Context: an optimization exercise on an open-source flow, tuned for small area. The choices shown serve that exercise and are no tape-out recipe. Only simulation tests tie the RTL to the original design; equivalence was not proved. No activity file was given, so power comes from the tool's default toggle rates.

// hb_interp
module hb_interp #(
    parameter int WIDTH = 16
) (
    input  logic             clk,
    input  logic             rst,
    input  logic             bypass,
    input  logic             run,
    input  logic [8:0]       cpo,
    input  logic             stb_in,
    input  logic [WIDTH-1:0] data_in,
    output logic             stb_out,
    output logic [WIDTH-1:0] data_out,
    output logic             ovf
);
Size in the first run: roughly 18000 um^2 of cells after synthesis.
==> flow/config.mk <==
export PLATFORM = sky130hd
export DESIGN_NAME = hb_interp
export DESIGN_NICKNAME = hb_interp
export VERILOG_FILES = /design/flow/design.v
export SDC_FILE = /design/flow/constraint.sdc
export NUM_CORES = 4
export LEC_CHECK = 0
export CAP_MARGIN = 20
export CORE_MARGIN = 2
export CORE_UTILIZATION = 70
export GPL_ROUTABILITY_DRIVEN = 0
export GPL_TIMING_DRIVEN = 0
export SLEW_MARGIN = 20
==> flow/constraint.sdc <==
create_clock -name core_clock -period 14.0 [get_ports {clk}]
set_input_delay 2.8000 -clock core_clock [delete_from_list [all_inputs] [get_ports {clk}]]
set_output_delay 2.8000 -clock core_clock [all_outputs]
set_load 0.01 [all_outputs]
standard.sh (not shown) runs the stock make flow with config.mk's settings and CLKGATE_MAP_FILE= SYNTH_SCRIPT=/design/flow/synth_recipe.tcl, a recipe that flattens the netlist after the stock synthesis.
==> flow/flow/run.sh <==
#!/bin/bash
# Standard synthesis, then inverters pushed through full adders (fixinv.py), then the standard
# layout with clock-tree dummy loads off and single-drive port buffers.
set -euo pipefail
R=orfs/results/${FLOW_PLATFORM}/hb_interp/base
export CTS_ARGS="-sink_clustering_enable -repair_clock_nets -dont_use_dummy_load -buf_list sky130_fd_sc_hd__clkbuf_4 -sink_clustering_size 9 -sink_clustering_max_diameter 40"
export BUFFER_PORTS_ARGS="-buffer_cell sky130_fd_sc_hd__buf_1"
bash standard.sh synth > synth.log 2>&1
openroad -python -no_init -exit flow/fixinv.py "$R/1_synth.odb" "$R/1_synth.odb" > fixinv.log 2>&1
bash standard.sh finish > finish.log 2>&1
Other scripts of this flow, unchanged in this note and not shown: flow/flow/fixinv.py
The first run finished clean.
Change:
GPL_ROUTABILITY_DRIVEN = default   (was 0)
GPL_TIMING_DRIVEN = default   (was 0)
=> Wire length goes down by roughly a tenth. Global-route usage went down by 3.6 points. Cell area fell slightly. Power came out lower slightly. Hold slack degrades by 0.029 ns. Maximum frequency rises slightly. Via count falls by a few percent. Utilization is lower by 0.80 points.

* * *

Setup of build 81:
hb_interp, a different RTL version from the one above (not shown whole).
clock: 14.0 ns
lec_check: 0
cap_margin: 20
core_margin: 2
core_utilization: 75
slew_margin: 20
==> flow/flow/run.sh <==
#!/bin/bash
# Standard synthesis, then inverters pushed through full adders (fixinv.py), then the standard
# layout with clock-tree dummy loads off and single-drive port buffers.
set -euo pipefail
R=orfs/results/${FLOW_PLATFORM}/hb_interp/base
export CTS_ARGS="-sink_clustering_enable -repair_clock_nets -dont_use_dummy_load -buf_list sky130_fd_sc_hd__clkbuf_16 -sink_clustering_size 20 -sink_clustering_max_diameter 80"
export BUFFER_PORTS_ARGS="-buffer_cell sky130_fd_sc_hd__buf_1"
bash standard.sh synth > synth.log 2>&1
openroad -python -no_init -exit flow/fixinv.py "$R/1_synth.odb" "$R/1_synth.odb" > fixinv.log 2>&1
bash standard.sh finish > finish.log 2>&1
Other scripts of this flow, unchanged in this note and not shown: flow/flow/fixinv.py
[inputs] build 49 vs build 81
-- flow/flow/run.sh --
<<< build 81, line 5
R=orfs/results/${FLOW_PLATFORM}/hb_interp/base
export CTS_ARGS="-sink_clustering_enable -repair_clock_nets -dont_use_dummy_load -buf_list sky130_fd_sc_hd__clkbuf_16 -sink_clustering_size 20 -sink_clustering_max_diameter 80"
export BUFFER_PORTS_ARGS="-buffer_cell sky130_fd_sc_hd__buf_1"
>>> build 49, line 5
R=orfs/results/${FLOW_PLATFORM}/hb_interp/base
export CTS_ARGS="-sink_clustering_enable -repair_clock_nets -dont_use_dummy_load -buf_list sky130_fd_sc_hd__clkbuf_4 -sink_clustering_size 9 -sink_clustering_max_diameter 40"
export BUFFER_PORTS_ARGS="-buffer_cell sky130_fd_sc_hd__buf_1"
-- flow/config.mk --
<<< build 81, line 9
export CORE_MARGIN = 2
export CORE_UTILIZATION = 75
export SLEW_MARGIN = 20
>>> build 49, line 9
export CORE_MARGIN = 2
export CORE_UTILIZATION = 70
export SLEW_MARGIN = 20
### Flow results
- In the flow results for build 81 and build 49, the layout filler cell count is smaller on build 81.
- Design area was lower in build 49 than in build 81.
- Overall via count from detail_route in build 49 is 110 lower than in build 81
- STATUS total detailed-routing wirelength: build 49 wins against build 81
- Clock buffer count from CTS on build 49 is up relative to build 81.
- Build 49 vs build 81: area added between synthesis and finish down in build 49
Input-level comparison between build 60 and build 49:
-- flow/flow/run.sh --
<<< build 49, line 5
R=orfs/results/${FLOW_PLATFORM}/hb_interp/base
export CTS_ARGS="-sink_clustering_enable -repair_clock_nets -dont_use_dummy_load -buf_list sky130_fd_sc_hd__clkbuf_4 -sink_clustering_size 9 -sink_clustering_max_diameter 40"
export BUFFER_PORTS_ARGS="-buffer_cell sky130_fd_sc_hd__buf_1"
>>> build 60, line 5
R=orfs/results/${FLOW_PLATFORM}/hb_interp/base
export CTS_ARGS="-sink_clustering_enable -repair_clock_nets -dont_use_dummy_load -buf_list sky130_fd_sc_hd__clkbuf_8 -sink_clustering_size 14 -sink_clustering_max_diameter 60"
export BUFFER_PORTS_ARGS="-buffer_cell sky130_fd_sc_hd__buf_1"
### Flow results
- Part of the power in combinational logic sits lower in build 60 than in build 49.
- Build 60 vs. build 49: clock tree skew after final layout ~0 delta, biggest cell delay along the critical path ~0 delta, clock latency reported for the late side of the worst-skew pair -0.16 ns, share of post-route cells with drive strength above 1 -1.0 points, total power of the final layout +about 2.5%.
- Sort build 60 and build 49 by wire length on met3 asc -> top: build 49
diff inputs: build 60 => build 50
-- flow/flow/run.sh --
<<< build 60, line 5
R=orfs/results/${FLOW_PLATFORM}/hb_interp/base
export CTS_ARGS="-sink_clustering_enable -repair_clock_nets -dont_use_dummy_load -buf_list sky130_fd_sc_hd__clkbuf_8 -sink_clustering_size 14 -sink_clustering_max_diameter 60"
export BUFFER_PORTS_ARGS="-buffer_cell sky130_fd_sc_hd__buf_1"
>>> build 50, line 5
R=orfs/results/${FLOW_PLATFORM}/hb_interp/base
export CTS_ARGS="-sink_clustering_enable -repair_clock_nets -dont_use_dummy_load -buf_list sky130_fd_sc_hd__clkbuf_16 -sink_clustering_size 24 -sink_clustering_max_diameter 100"
export BUFFER_PORTS_ARGS="-buffer_cell sky130_fd_sc_hd__buf_1"
--- outcome ---
Between build 60 and build 50, the sequential share of layout area does not differ in any meaningful way. Comparing build 60 and build 50, part of the cycle the worst path needs is higher on build 50. Looking at least setup slack across all paths after layout, build 50 sits 0.058 ns below build 60. [build 50 vs build 60] final period demand of the worst path: higher in build 50. | post-layout total power | higher: build 50 |. Build 60 → build 50: net count reported at finish lower; final cell area excluding filler cells was more or less identical.

[separate check: timing with driven ports]
In the flow no input, the clock included, has a driving cell. The finished layouts below were timed again as built, in two steps.
Step 1: set_driving_cell puts a clkbuf_16 on clk and a buf_2 on each other input, an assumption about the parent block.
Step 2 also shifts input and output timing later by t, the mid clock arrival at the registers, as if the neighbouring blocks saw the same clock.
Slacks: no drivers / after step 1 / after step 2; pairs: no drivers / after step 1.
run | t (ns) | setup slack, ns | worst slew at a driven data input, ns
the first run of note 1 | 0.731 | 0.408 / 0.408 / 0.408 | 0.04
the second run of note 1 | 0.707 | 0.587 / 0.587 / 0.587 | 0.04
build 81 | 0.573 | 0.415 / 0.415 / 0.415 | 0.06
build 49 | 0.739 | 0.705 / 0.705 / 0.705 | 0.06
build 60 | 0.587 | 0.711 / 0.711 / 0.711 | 0.06
build 50 | 0.571 | 0.652 / 0.652 / 0.652 | 0.06
After both steps setup and hold are still met in every run listed.
